Context: an optimization exercise on an open-source flow, tuned for small area, a short achievable clock period and few clock cycles per item. The choices shown serve that exercise and are no tape-out recipe.
RTL that was checked went through simulation tests only; none was proved equivalent to the original.
Power is estimated from default activity; no workload was simulated.

==> run Z: inputs <==
// entropy_decode_top
module entropy_decode_top #(
	parameter int MEM_LATENCY = 2
) (
	input  logic Clock,
	input  logic Resetn,
	input  logic start,
	input  logic q_select,
	output logic [entropy_pkg::ADDR_W-1:0] mem_addr,
	output logic mem_rd,
	input  logic [entropy_pkg::WORD_W-1:0] mem_data,
	output logic block_ready,
	input  logic [entropy_pkg::IDX_W-1:0] rd_addr,
	output logic [entropy_pkg::COEF_W-1:0] rd_data
);
==> module bit_window, before the edit <==
module bit_window (
	input  logic Clock,
	input  logic Resetn,
	output logic [entropy_pkg::ADDR_W-1:0] mem_addr,
	output logic mem_rd,
	input  logic [entropy_pkg::WORD_W-1:0] mem_data,
	output logic [entropy_pkg::CODE_W-1:0] bits,
	output logic bits_valid,
	input  logic take
);
	localparam int D = entropy_pkg::FIFO_D;
	logic [15:0] wd [D];
	logic [2:0] cnt;
	logic [3:0] ofs;
	logic v1, v2;
	logic [4:0] ofs_sum;
	logic pop;
	logic [2:0] cnt_pop;
	logic [2:0] pending;
	logic [31:0] pair;
	logic [4:0] nxt [16];
	assign pair = {wd[0], wd[1]};
	assign bits = 13'(pair << ofs >> 19);
	assign bits_valid = (cnt >= 3'd2);
	always_comb begin
		for (int o = 0; o < 16; o++) begin
			casez (pair[31 - o -: 4])
				4'b00??: nxt[o] = 5'(o + 8);
				4'b100?: nxt[o] = 5'(o + 9);
				4'b1010: nxt[o] = 5'(o + 4);
				4'b1011: nxt[o] = 5'(o + 13);
				default: nxt[o] = 5'(o + 5);
			endcase
		end
	end
	assign ofs_sum = nxt[ofs];
	assign pop = take & ofs_sum[4];
	assign cnt_pop = cnt - 3'(pop);
	assign pending = cnt + 3'(mem_rd) + 3'(v1) + 3'(v2);
	always_ff @(posedge Clock or negedge Resetn) begin
		if (!Resetn) begin
			cnt <= '0;
			ofs <= '0;
			v1 <= 1'b0;
			v2 <= 1'b0;
			mem_rd <= 1'b0;
			mem_addr <= '0;
		end else begin
			mem_rd <= (pending - 3'(pop)) < 3'(D);
			if (mem_rd) mem_addr <= mem_addr + 1'b1;
			v1 <= mem_rd;
			v2 <= v1;
			cnt <= cnt_pop + 3'(v2);
			if (take) ofs <= ofs_sum[3:0];
		end
	end
	always_ff @(posedge Clock) begin
		for (int i = 0; i < D; i++) begin
			if (v2 && 3'(i) == cnt_pop) wd[i] <= mem_data;
			else if (pop) wd[i] <= (i + 1 < D) ? wd[(i + 1) % D] : wd[i];
		end
	end
endmodule
==> module coeff_sequencer, before the edit <==
module coeff_sequencer (
	input  logic Clock,
	input  logic Resetn,
	input  logic start,
	input  logic code_valid,
	input  logic code_eob,
	input  logic code_zero,
	input  logic [3:0] code_cnt,
	input  logic [entropy_pkg::RAW_W-1:0] code_a,
	input  logic [2:0] code_b,
	output logic drain,
	output logic [entropy_pkg::BLOCK_SIZE-1:0] wr_en,  
	output logic [entropy_pkg::RAW_W-1:0] wr_even,
	output logic [entropy_pkg::RAW_W-1:0] wr_odd,
	output logic block_ready
);
	logic [5:0] k;
	logic [6:0] k_end;
	logic last;
	logic [entropy_pkg::RAW_W-1:0] b;
	logic q_valid;
	logic [5:0] q_first;
	logic [5:0] q_end;
	logic q_last;
	logic put;
	logic active;
	logic fin;
	assign k_end = {1'b0, k} + {3'd0, code_cnt};
	assign last = code_eob || k_end[6];
	assign b = {{6{code_b[2]}}, code_b};
	assign put = q_valid && (active || start);
	assign drain = code_valid && (!q_valid || put);
	always_ff @(posedge Clock or negedge Resetn) begin
		if (!Resetn) begin
			k <= '0;
			q_valid <= 1'b0;
		end else begin
			if (drain) k <= last ? 6'd0 : k_end[5:0];
			q_valid <= drain || (q_valid && !put);
		end
	end
	always_ff @(posedge Clock) begin
		if (drain) begin
			q_first <= k;
			q_end <= k_end[5:0];
			q_last <= last;
			wr_even <= code_zero ? '0 : (k[0] ? b : code_a);
			wr_odd <= code_zero ? '0 : (k[0] ? code_a : b);
		end
	end
	always_comb begin
		for (int s = 0; s < entropy_pkg::BLOCK_SIZE; s++) begin
			wr_en[s] = put && (6'(s) >= q_first) && (q_last || 6'(s) < q_end);
		end
	end
	always_ff @(posedge Clock or negedge Resetn) begin
		if (!Resetn) begin
			active <= 1'b0;
			fin <= 1'b0;
			block_ready <= 1'b0;
		end else begin
			active <= (active || start) && !(put && q_last);
			fin <= start && put && q_last;
			block_ready <= fin || (block_ready && !start) || (put && q_last && !start);
		end
	end
endmodule
==> module dequantizer, before the edit <==
module dequantizer (
	input  logic Clock,
	input  logic start,
	input  logic q_select,
	input  logic [entropy_pkg::BLOCK_SIZE-1:0] wr_en,  
	input  logic [entropy_pkg::RAW_W-1:0] wr_even,
	input  logic [entropy_pkg::RAW_W-1:0] wr_odd,
	input  logic [entropy_pkg::IDX_W-1:0] rd_addr,
	output logic [entropy_pkg::COEF_W-1:0] rd_data
);
	localparam logic [383:0] SCAN_OF = 384'hffeeb9c70923f7be32be5895f37cee9a1594db4b678174cad6ca1f6122c9ae979944c203a9d69034710271b3ce185040;
	logic [entropy_pkg::RAW_W-1:0] store [entropy_pkg::BLOCK_SIZE];
	logic q_sel;
	logic [entropy_pkg::RAW_W-1:0] raw;
	logic [3:0] d;
	logic [2:0] e;
	always_ff @(posedge Clock) begin
		if (start) q_sel <= q_select;  
		for (int p = 0; p < entropy_pkg::BLOCK_SIZE; p++) begin
			if (wr_en[SCAN_OF[6 * p +: 6]]) begin
				store[p] <= SCAN_OF[6 * p] ? wr_odd : wr_even;
			end
		end
	end
	assign d = {1'b0, rd_addr[5:3]} + {1'b0, rd_addr[2:0]};
	assign e = q_sel ? ((d >= 4'd10) ? 3'd6 : 3'(d[3:1]) + 3'd1) : 3'(d[3:2]) + 3'd3;
	assign raw = store[rd_addr];
	always_ff @(posedge Clock) begin
		rd_data <= {{(entropy_pkg::COEF_W - entropy_pkg::RAW_W){raw[entropy_pkg::RAW_W-1]}}, raw} << e;
	end
endmodule
==> module vlc_decoder, before the edit <==
module vlc_decoder (
	input  logic Clock,
	input  logic Resetn,
	input  logic [entropy_pkg::CODE_W-1:0] bits,
	input  logic bits_valid,
	output logic take,
	input  logic drain,           
	output logic code_valid,
	output logic code_eob,
	output logic code_zero,       
	output logic [3:0] code_cnt,  
	output logic [entropy_pkg::RAW_W-1:0] code_a,
	output logic [2:0] code_b
);
	logic [8:0] a;
	logic [3:0] n;
	logic eob, zero;
	always_comb begin
		a = {{6{bits[10]}}, bits[10:8]};
		n = 4'd1;
		eob = 1'b0;
		zero = 1'b0;
		casez (bits[12:9])
			4'b00??: begin
				n = 4'd2;
			end
			4'b01??: ;
			4'b100?: begin
				a = {{3{bits[9]}}, bits[9:4]};
			end
			4'b1010: begin
				eob = 1'b1;
				zero = 1'b1;
			end
			4'b1011: begin
				a = bits[8:0];
			end
			default: begin
				zero = 1'b1;
				n = (bits[10:8] == 3'd0) ? 4'd8 : {1'b0, bits[10:8]};
			end
		endcase
	end
	assign take = bits_valid && (!code_valid || drain);
	always_ff @(posedge Clock or negedge Resetn) begin
		if (!Resetn) begin
			code_valid <= 1'b0;
		end else begin
			code_valid <= take || (code_valid && !drain);
		end
	end
	always_ff @(posedge Clock) begin
		if (take) begin
			code_eob <= eob;
			code_zero <= zero;
			code_cnt <= n;
			code_a <= a;
			code_b <= bits[7:5];
		end
	end
endmodule
==> module entropy_decode_top, before the edit <==
module entropy_decode_top #(
	parameter int MEM_LATENCY = 2
) (
	input  logic Clock,
	input  logic Resetn,
	input  logic start,
	input  logic q_select,
	output logic [entropy_pkg::ADDR_W-1:0] mem_addr,
	output logic mem_rd,
	input  logic [entropy_pkg::WORD_W-1:0] mem_data,
	output logic block_ready,
	input  logic [entropy_pkg::IDX_W-1:0] rd_addr,
	output logic [entropy_pkg::COEF_W-1:0] rd_data
);
	logic [entropy_pkg::CODE_W-1:0] bits;
	logic bits_valid;
	logic take;
	logic drain;
	logic code_valid;
	logic code_eob;
	logic code_zero;
	logic [3:0] code_cnt;
	logic [entropy_pkg::RAW_W-1:0] code_a;
	logic [2:0] code_b;
	logic [entropy_pkg::BLOCK_SIZE-1:0] wr_en;
	logic [entropy_pkg::RAW_W-1:0] wr_even;
	logic [entropy_pkg::RAW_W-1:0] wr_odd;
	bit_window u_window (
		.Clock(Clock),
		.Resetn(Resetn),
		.mem_addr(mem_addr),
		.mem_rd(mem_rd),
		.mem_data(mem_data),
		.bits(bits),
		.bits_valid(bits_valid),
		.take(take)
	);
	vlc_decoder u_vlc (
		.Clock(Clock),
		.Resetn(Resetn),
		.bits(bits),
		.bits_valid(bits_valid),
		.take(take),
		.drain(drain),
		.code_valid(code_valid),
		.code_eob(code_eob),
		.code_zero(code_zero),
		.code_cnt(code_cnt),
		.code_a(code_a),
		.code_b(code_b)
	);
	coeff_sequencer u_seq (
		.Clock(Clock),
		.Resetn(Resetn),
		.start(start),
		.code_valid(code_valid),
		.code_eob(code_eob),
		.code_zero(code_zero),
		.code_cnt(code_cnt),
		.code_a(code_a),
		.code_b(code_b),
		.drain(drain),
		.wr_en(wr_en),
		.wr_even(wr_even),
		.wr_odd(wr_odd),
		.block_ready(block_ready)
	);
	dequantizer u_deq (
		.Clock(Clock),
		.start(start),
		.q_select(q_select),
		.wr_en(wr_en),
		.wr_even(wr_even),
		.wr_odd(wr_odd),
		.rd_addr(rd_addr),
		.rd_data(rd_data)
	);
endmodule
Settings: LEC_CHECK=0, CAP_MARGIN=20, CORE_MARGIN=2, CORE_UTILIZATION=40, CTS_BUF_LIST=sky130_fd_sc_hd__clkbuf_4 sky130_fd_sc_hd__clkbuf_8, CTS_CLUSTER_SIZE=30, SETUP_SLACK_MARGIN=3.0, SLEW_MARGIN=20; clock period 6.5 ns.
run.sh (not shown) runs the stock make flow with config.mk's settings and CLKGATE_MAP_FILE= SYNTH_SCRIPT=/design/flow/synth_recipe.tcl, a recipe that flattens the netlist after the stock synthesis.
==> inputs of run X, as changes to run Z <==
--- a/flow/design.v
+++ b/flow/design.v
@@ -8,3 +8,2 @@
 	localparam int CODE_W = 13;  
-	localparam int FIFO_D = 4;   
 endpackage
@@ -20,5 +19,8 @@
 );
-	localparam int D = entropy_pkg::FIFO_D;
+	localparam int D = 3;  
 	logic [15:0] wd [D];
-	logic [2:0] cnt;
+	logic [D-1:0] head;       
+	logic [D-1:0] tail;       
+	logic [D-1:0] full;       
+	logic [D-1:0] full_pop;   
 	logic [3:0] ofs;
@@ -27,9 +29,14 @@
 	logic pop;
-	logic [2:0] cnt_pop;
-	logic [2:0] pending;
 	logic [31:0] pair;
 	logic [4:0] nxt [16];
-	assign pair = {wd[0], wd[1]};
+	logic [15:0] fit;         
+	logic [2:0] busy;
+	logic room, room_pop;
+	always_comb begin
+		pair = '0;
+		for (int i = 0; i < D; i++) begin
+			pair = pair | ({wd[i], wd[(i + 1) % D]} & {32{head[i]}});
+		end
+	end
 	assign bits = 13'(pair << ofs >> 19);
-	assign bits_valid = (cnt >= 3'd2);
 	always_comb begin
@@ -43,2 +50,3 @@
 			endcase
+			fit[o] = (o <= 12) && (nxt[o] <= 5'd16);
 		end
@@ -46,8 +54,13 @@
 	assign ofs_sum = nxt[ofs];
+	assign bits_valid = full[1] || (full[0] && fit[ofs]);
 	assign pop = take & ofs_sum[4];
-	assign cnt_pop = cnt - 3'(pop);
-	assign pending = cnt + 3'(mem_rd) + 3'(v1) + 3'(v2);
+	assign full_pop = pop ? (full >> 1) : full;
+	assign busy = 3'(full[0]) + 3'(full[1]) + 3'(full[2]) + 3'(mem_rd) + 3'(v1) + 3'(v2);
+	assign room = busy < 3'(D);
+	assign room_pop = busy <= 3'(D);
 	always_ff @(posedge Clock or negedge Resetn) begin
 		if (!Resetn) begin
-			cnt <= '0;
+			full <= '0;
+			head <= D'(1);
+			tail <= D'(1);
 			ofs <= '0;
@@ -58,3 +71,3 @@
 		end else begin
-			mem_rd <= (pending - 3'(pop)) < 3'(D);
+			mem_rd <= room || (room_pop && pop);
 			if (mem_rd) mem_addr <= mem_addr + 1'b1;
@@ -62,3 +75,5 @@
 			v2 <= v1;
-			cnt <= cnt_pop + 3'(v2);
+			full <= v2 ? {full_pop[D-2:0], 1'b1} : full_pop;
+			if (pop) head <= {head[D-2:0], head[D-1]};
+			if (v2) tail <= {tail[D-2:0], tail[D-1]};
 			if (take) ofs <= ofs_sum[3:0];
@@ -68,4 +83,3 @@
 		for (int i = 0; i < D; i++) begin
-			if (v2 && 3'(i) == cnt_pop) wd[i] <= mem_data;
-			else if (pop) wd[i] <= (i + 1 < D) ? wd[(i + 1) % D] : wd[i];
+			if (v2 && tail[i]) wd[i] <= mem_data;
 		end
@@ -160,2 +174,3 @@
 	logic active;
+	logic active_next;
 	logic fin;
@@ -186,5 +201,8 @@
 		for (int s = 0; s < entropy_pkg::BLOCK_SIZE; s++) begin
-			wr_en[s] = put && (6'(s) >= q_first) && (q_last || 6'(s) < q_end);
+			logic in_run;
+			in_run = q_valid && (6'(s) >= q_first) && (q_last || 6'(s) < q_end);
+			wr_en[s] = (in_run && active) || (in_run && start);
 		end
 	end
+	assign active_next = (active && start) || ((active || start) && !(put && q_last));
 	always_ff @(posedge Clock or negedge Resetn) begin
@@ -195,5 +213,6 @@
 		end else begin
-			active <= (active || start) && !(put && q_last);
-			fin <= start && put && q_last;
-			block_ready <= fin || (block_ready && !start) || (put && q_last && !start);
+			active <= active_next;
+			fin <= start && !active && put && q_last;
+			block_ready <= !start && (fin || block_ready || (active && put && q_last)
+				|| (drain && last && active_next));
 		end
@@ -215,3 +234,2 @@
 	logic [entropy_pkg::RAW_W-1:0] raw;
-	logic [3:0] d;
 	logic [2:0] e;
@@ -225,5 +243,21 @@
 	end
-	assign d = {1'b0, rd_addr[5:3]} + {1'b0, rd_addr[2:0]};
-	assign e = q_sel ? ((d >= 4'd10) ? 3'd6 : 3'(d[3:1]) + 3'd1) : 3'(d[3:2]) + 3'd3;
-	assign raw = store[rd_addr];
+	localparam logic [191:0] EXP_Q0 = 192'hdb5b6cdadb64d6db24b6d924b6c923b6491bb248db9246db;
+	localparam logic [191:0] EXP_Q1 = 192'hdb6d6cdb6b64db5b23dad91bd6c8dab646d2b2369191b489;
+	assign e = q_sel ? EXP_Q1[3 * rd_addr +: 3] : EXP_Q0[3 * rd_addr +: 3];
+	always_comb begin
+		logic [7:0] row_hot, col_hot;
+		logic [entropy_pkg::RAW_W-1:0] row_val;
+		for (int i = 0; i < 8; i++) begin
+			row_hot[i] = (rd_addr[5:3] == 3'(i));
+			col_hot[i] = (rd_addr[2:0] == 3'(i));
+		end
+		raw = '0;
+		for (int r = 0; r < 8; r++) begin
+			row_val = '0;
+			for (int c = 0; c < 8; c++) begin
+				row_val = row_val | (store[8 * r + c] & {entropy_pkg::RAW_W{col_hot[c]}});
+			end
+			raw = raw | (row_val & {entropy_pkg::RAW_W{row_hot[r]}});
+		end
+	end
 	always_ff @(posedge Clock) begin
==> flow/config.mk (replaced) <==
export PLATFORM = sky130hd
export DESIGN_NAME = entropy_decode_top
export DESIGN_NICKNAME = entropy_decode_top
export VERILOG_FILES = /design/flow/design.v
export SDC_FILE = /design/flow/constraint.sdc
export NUM_CORES = 4
export LEC_CHECK = 0
export ABC_AREA = 1
export CAP_MARGIN = 20
export CORE_MARGIN = 2
export CORE_UTILIZATION = 55
export CTS_BUF_LIST = sky130_fd_sc_hd__clkbuf_8 sky130_fd_sc_hd__clkbuf_16
export CTS_CLUSTER_DIAMETER = 120
export CTS_CLUSTER_SIZE = 25
export SETUP_SLACK_MARGIN = 3.7
export SLEW_MARGIN = 20
==> inputs of run Y, as changes to run Z <==
--- a/flow/design.v
+++ b/flow/design.v
@@ -150,2 +150,4 @@
 );
+	logic active;
+	logic fin;
 	logic [5:0] k;
@@ -154,37 +156,13 @@
 	logic [entropy_pkg::RAW_W-1:0] b;
-	logic q_valid;
-	logic [5:0] q_first;
-	logic [5:0] q_end;
-	logic q_last;
-	logic put;
-	logic active;
-	logic fin;
+	assign drain = (active || start) && code_valid;
 	assign k_end = {1'b0, k} + {3'd0, code_cnt};
 	assign last = code_eob || k_end[6];
-	assign b = {{6{code_b[2]}}, code_b};
-	assign put = q_valid && (active || start);
-	assign drain = code_valid && (!q_valid || put);
-	always_ff @(posedge Clock or negedge Resetn) begin
-		if (!Resetn) begin
-			k <= '0;
-			q_valid <= 1'b0;
-		end else begin
-			if (drain) k <= last ? 6'd0 : k_end[5:0];
-			q_valid <= drain || (q_valid && !put);
-		end
-	end
-	always_ff @(posedge Clock) begin
-		if (drain) begin
-			q_first <= k;
-			q_end <= k_end[5:0];
-			q_last <= last;
-			wr_even <= code_zero ? '0 : (k[0] ? b : code_a);
-			wr_odd <= code_zero ? '0 : (k[0] ? code_a : b);
-		end
-	end
 	always_comb begin
 		for (int s = 0; s < entropy_pkg::BLOCK_SIZE; s++) begin
-			wr_en[s] = put && (6'(s) >= q_first) && (q_last || 6'(s) < q_end);
+			wr_en[s] = drain && (6'(s) >= k) && (last || 7'(s) < k_end);
 		end
 	end
+	assign b = {{6{code_b[2]}}, code_b};
+	assign wr_even = code_zero ? '0 : (k[0] ? b : code_a);
+	assign wr_odd = code_zero ? '0 : (k[0] ? code_a : b);
 	always_ff @(posedge Clock or negedge Resetn) begin
@@ -193,7 +171,9 @@
 			fin <= 1'b0;
+			k <= '0;
 			block_ready <= 1'b0;
 		end else begin
-			active <= (active || start) && !(put && q_last);
-			fin <= start && put && q_last;
-			block_ready <= fin || (block_ready && !start) || (put && q_last && !start);
+			active <= (active || start) && !(drain && last);
+			fin <= start && drain && last;
+			block_ready <= fin || (block_ready && !start) || (drain && last && !start);
+			if (drain) k <= last ? 6'd0 : k_end[5:0];
 		end
--- a/flow/config.mk
+++ b/flow/config.mk
@@ -10,5 +10,2 @@
 export CORE_UTILIZATION = 40
-export CTS_BUF_LIST = sky130_fd_sc_hd__clkbuf_4 sky130_fd_sc_hd__clkbuf_8
-export CTS_CLUSTER_SIZE = 30
-export SETUP_SLACK_MARGIN = 3.0
 export SLEW_MARGIN = 20
==> inputs of run D, as changes to run Z <==
--- a/flow/design.v
+++ b/flow/design.v
@@ -18,3 +18,4 @@
 	output logic bits_valid,
-	input  logic take
+	input  logic take,
+	input  logic [3:0] take_len
 );
@@ -30,3 +31,2 @@
 	logic [31:0] pair;
-	logic [4:0] nxt [16];
 	assign pair = {wd[0], wd[1]};
@@ -34,14 +34,3 @@
 	assign bits_valid = (cnt >= 3'd2);
-	always_comb begin
-		for (int o = 0; o < 16; o++) begin
-			casez (pair[31 - o -: 4])
-				4'b00??: nxt[o] = 5'(o + 8);
-				4'b100?: nxt[o] = 5'(o + 9);
-				4'b1010: nxt[o] = 5'(o + 4);
-				4'b1011: nxt[o] = 5'(o + 13);
-				default: nxt[o] = 5'(o + 5);
-			endcase
-		end
-	end
-	assign ofs_sum = nxt[ofs];
+	assign ofs_sum = {1'b0, ofs} + {1'b0, take_len};
 	assign pop = take & ofs_sum[4];
@@ -79,2 +68,3 @@
 	output logic take,
+	output logic [3:0] take_len,
 	input  logic drain,           
@@ -88,2 +78,3 @@
 	logic [8:0] a;
+	logic [3:0] len;
 	logic [3:0] n;
@@ -95,4 +86,6 @@
 		zero = 1'b0;
+		len = 4'd5;
 		casez (bits[12:9])
 			4'b00??: begin
+				len = 4'd8;
 				n = 4'd2;
@@ -101,2 +94,3 @@
 			4'b100?: begin
+				len = 4'd9;
 				a = {{3{bits[9]}}, bits[9:4]};
@@ -104,2 +98,3 @@
 			4'b1010: begin
+				len = 4'd4;
 				eob = 1'b1;
@@ -108,2 +103,3 @@
 			4'b1011: begin
+				len = 4'd13;
 				a = bits[8:0];
@@ -117,2 +113,3 @@
 	assign take = bits_valid && (!code_valid || drain);
+	assign take_len = len;
 	always_ff @(posedge Clock or negedge Resetn) begin
@@ -150,2 +147,3 @@
 );
+	logic active;
 	logic [5:0] k;
@@ -154,37 +152,13 @@
 	logic [entropy_pkg::RAW_W-1:0] b;
-	logic q_valid;
-	logic [5:0] q_first;
-	logic [5:0] q_end;
-	logic q_last;
-	logic put;
-	logic active;
-	logic fin;
+	assign drain = active && code_valid;
 	assign k_end = {1'b0, k} + {3'd0, code_cnt};
 	assign last = code_eob || k_end[6];
-	assign b = {{6{code_b[2]}}, code_b};
-	assign put = q_valid && (active || start);
-	assign drain = code_valid && (!q_valid || put);
-	always_ff @(posedge Clock or negedge Resetn) begin
-		if (!Resetn) begin
-			k <= '0;
-			q_valid <= 1'b0;
-		end else begin
-			if (drain) k <= last ? 6'd0 : k_end[5:0];
-			q_valid <= drain || (q_valid && !put);
-		end
-	end
-	always_ff @(posedge Clock) begin
-		if (drain) begin
-			q_first <= k;
-			q_end <= k_end[5:0];
-			q_last <= last;
-			wr_even <= code_zero ? '0 : (k[0] ? b : code_a);
-			wr_odd <= code_zero ? '0 : (k[0] ? code_a : b);
-		end
-	end
 	always_comb begin
 		for (int s = 0; s < entropy_pkg::BLOCK_SIZE; s++) begin
-			wr_en[s] = put && (6'(s) >= q_first) && (q_last || 6'(s) < q_end);
+			wr_en[s] = drain && (6'(s) >= k) && (last || 7'(s) < k_end);
 		end
 	end
+	assign b = {{6{code_b[2]}}, code_b};
+	assign wr_even = code_zero ? '0 : (k[0] ? b : code_a);
+	assign wr_odd = code_zero ? '0 : (k[0] ? code_a : b);
 	always_ff @(posedge Clock or negedge Resetn) begin
@@ -192,8 +166,16 @@
 			active <= 1'b0;
-			fin <= 1'b0;
+			k <= '0;
 			block_ready <= 1'b0;
 		end else begin
-			active <= (active || start) && !(put && q_last);
-			fin <= start && put && q_last;
-			block_ready <= fin || (block_ready && !start) || (put && q_last && !start);
+			if (start) begin
+				active <= 1'b1;
+				k <= '0;
+				block_ready <= 1'b0;
+			end else if (drain) begin
+				k <= k_end[5:0];
+				if (last) begin
+					active <= 1'b0;
+					block_ready <= 1'b1;
+				end
+			end
 		end
@@ -249,2 +231,3 @@
 	logic take;
+	logic [3:0] take_len;
 	logic drain;
@@ -267,3 +250,4 @@
 		.bits_valid(bits_valid),
-		.take(take)
+		.take(take),
+		.take_len(take_len)
 	);
@@ -275,2 +259,3 @@
 		.take(take),
+		.take_len(take_len),
 		.drain(drain),
--- a/flow/config.mk
+++ b/flow/config.mk
@@ -10,5 +10,2 @@
 export CORE_UTILIZATION = 40
-export CTS_BUF_LIST = sky130_fd_sc_hd__clkbuf_4 sky130_fd_sc_hd__clkbuf_8
-export CTS_CLUSTER_SIZE = 30
-export SETUP_SLACK_MARGIN = 3.0
 export SLEW_MARGIN = 20
==> summary of the runs <==
Run Y finished with timing, DRC and antenna clean. Run Z completed without violations. Run X passed the timing, design-rule and antenna checks. Run D went through all stages and came out clean.
Maximum frequency: run X > run Z > run Y > run D.
Core utilization: run X > run Z > run Y > run D.
Against run X, the synthesized cell count of run Y is smaller by about 26%.
In run Z the critical path depth is lower than in run X, by 8.
In run Z the sequential cell count is higher than in run Y, by 32.
Non-clock buffer count: run D < run Y < run Z < run X.
Die area: run Z > run Y > run D > run X.
Against run X, the sequential power of run Z is higher by 8.6%.
The lowest count of clock-buffer cells in the layout belongs to run X, the highest to run Z.
==> figures <==
Async SR Flop Fraction: run X 6.12%; run Y 5.33%; run Z 5.23%; run D 5.20%
Worst R2R End: run X u_deq.store[38][7]; run Y u_deq.store[54][4]; run Z u_window.wd[1][1]; run D u_window.wd[2][12]
Highest cell delay on the worst timing path: run X 0.18 ns; run Y 1.08 ns; run Z 0.45 ns; run D 0.71 ns
Util after Layout: run X 64.6%; run Y 47.2%; run Z 47.5%; run D 47.1%
Sequential portion of the cell area: run X 56.8%; run Y 56.3%; run Z 56.8%; run D 58.0%
Net count of the finished layout: run X 3,526; run Y 2,588; run Z 2,717; run D 2,407
Avg Vias per Cell: run X 6.00; run Y 6.45; run Z 6.46; run D 6.43
Fraction of layout cells with a size suffix above 1: run X 13.2%; run Y 17.5%; run Z 20.8%; run D 17.8%
Slew of the pin with the lowest slew margin: run X 1.07 ns; run Y 1.28 ns; run Z 1.30 ns; run D 1.30 ns
Outcome: run X finished clean; run Y finished clean; run Z finished clean; run D finished clean
Final HPWL from detailed placement: run X 67,600 um; run Y 73,400 um; run Z 73,000 um; run D 67,900 um
Worst slack on hold paths: run X 0.390 ns; run Y 0.377 ns; run Z 0.381 ns; run D 0.374 ns
Most numerous cell in the Yosys netlist: run X nand2_1; run Y edfxtp_1; run Z edfxtp_1; run D edfxtp_1
Number of enable-type register cells in the synthesized netlist: run X 674; run Y 659; run Z 690; run D 659
Ys Warns: run X 7; run Y 7; run Z 7; run D 6
Number of synthesized register bits: run X 735; run Y 713; run Z 745; run D 712
Syn Area/Cell: run X 9.95 um2; run Y 13.0 um2; run Z 12.9 um2; run D 13.6 um2
VDD IR-drop max: run X 378 uV; run Y 342 uV; run Z 319 uV; run D 435 uV
Postcts setup bufs: run X 66; run Y 0; run Z 14; run D 0
Non-Clock Buffer Count: run X 235; run Y 191; run Z 197; run D 179
Testbench counts of run X, summed over its fixed seeds: cycles 24,934, blocks 320.
Testbench counts of run D, summed over its fixed seeds: cycles 25,408, blocks 320.
The RTL of run Z and run Y was laid out without a check of its function.

-- static timing again, ports no longer ideal --
In the flow no input, the clock included, has a driving cell. The finished layouts below were timed again as built, in two steps. Step 1 sets driving cells, clkbuf_16 on the clock port and buf_2 on the other inputs (assumed; they add their load-dependent delay and slew). Step 2 times the ports against the registers' clock, not the clock port: input delays grow and output delays shrink by t, the midpoint of the rising clock arrivals with the driver on. a / b / c = ideal / step 1 / step 2; a / b = the first two.
| run | t (ns) | setup slack, ns | worst hold slack (ns) | worst register clock-pin slew, ns | worst slew at a driven data input, ns |
|---|---|---|---|---|---|
| run Z | 0.834 | 2.926 / 2.947 / 2.113 | 0.381 / 0.381 / 0.381 | 0.07 / 0.07 | 0.05 |
| run X | 0.656 | 3.699 / 3.655 / 2.999 | 0.390 / 0.390 / 0.390 | 0.10 / 0.10 | 0.16 |
| run Y | 0.700 | 1.414 / 1.455 / 0.755 | 0.377 / 0.377 / 0.377 | 0.06 / 0.06 | 0.05 |
| run D | 0.692 | 0.602 / 0.602 / 0.602 | 0.374 / 0.374 / 0.374 | 0.06 / 0.06 | 0.07 |
After both steps setup and hold are still met in every run listed. The setup slack of run Z, which loses most, moves by +0.021 ns with the drivers and by -0.813 ns with both steps.
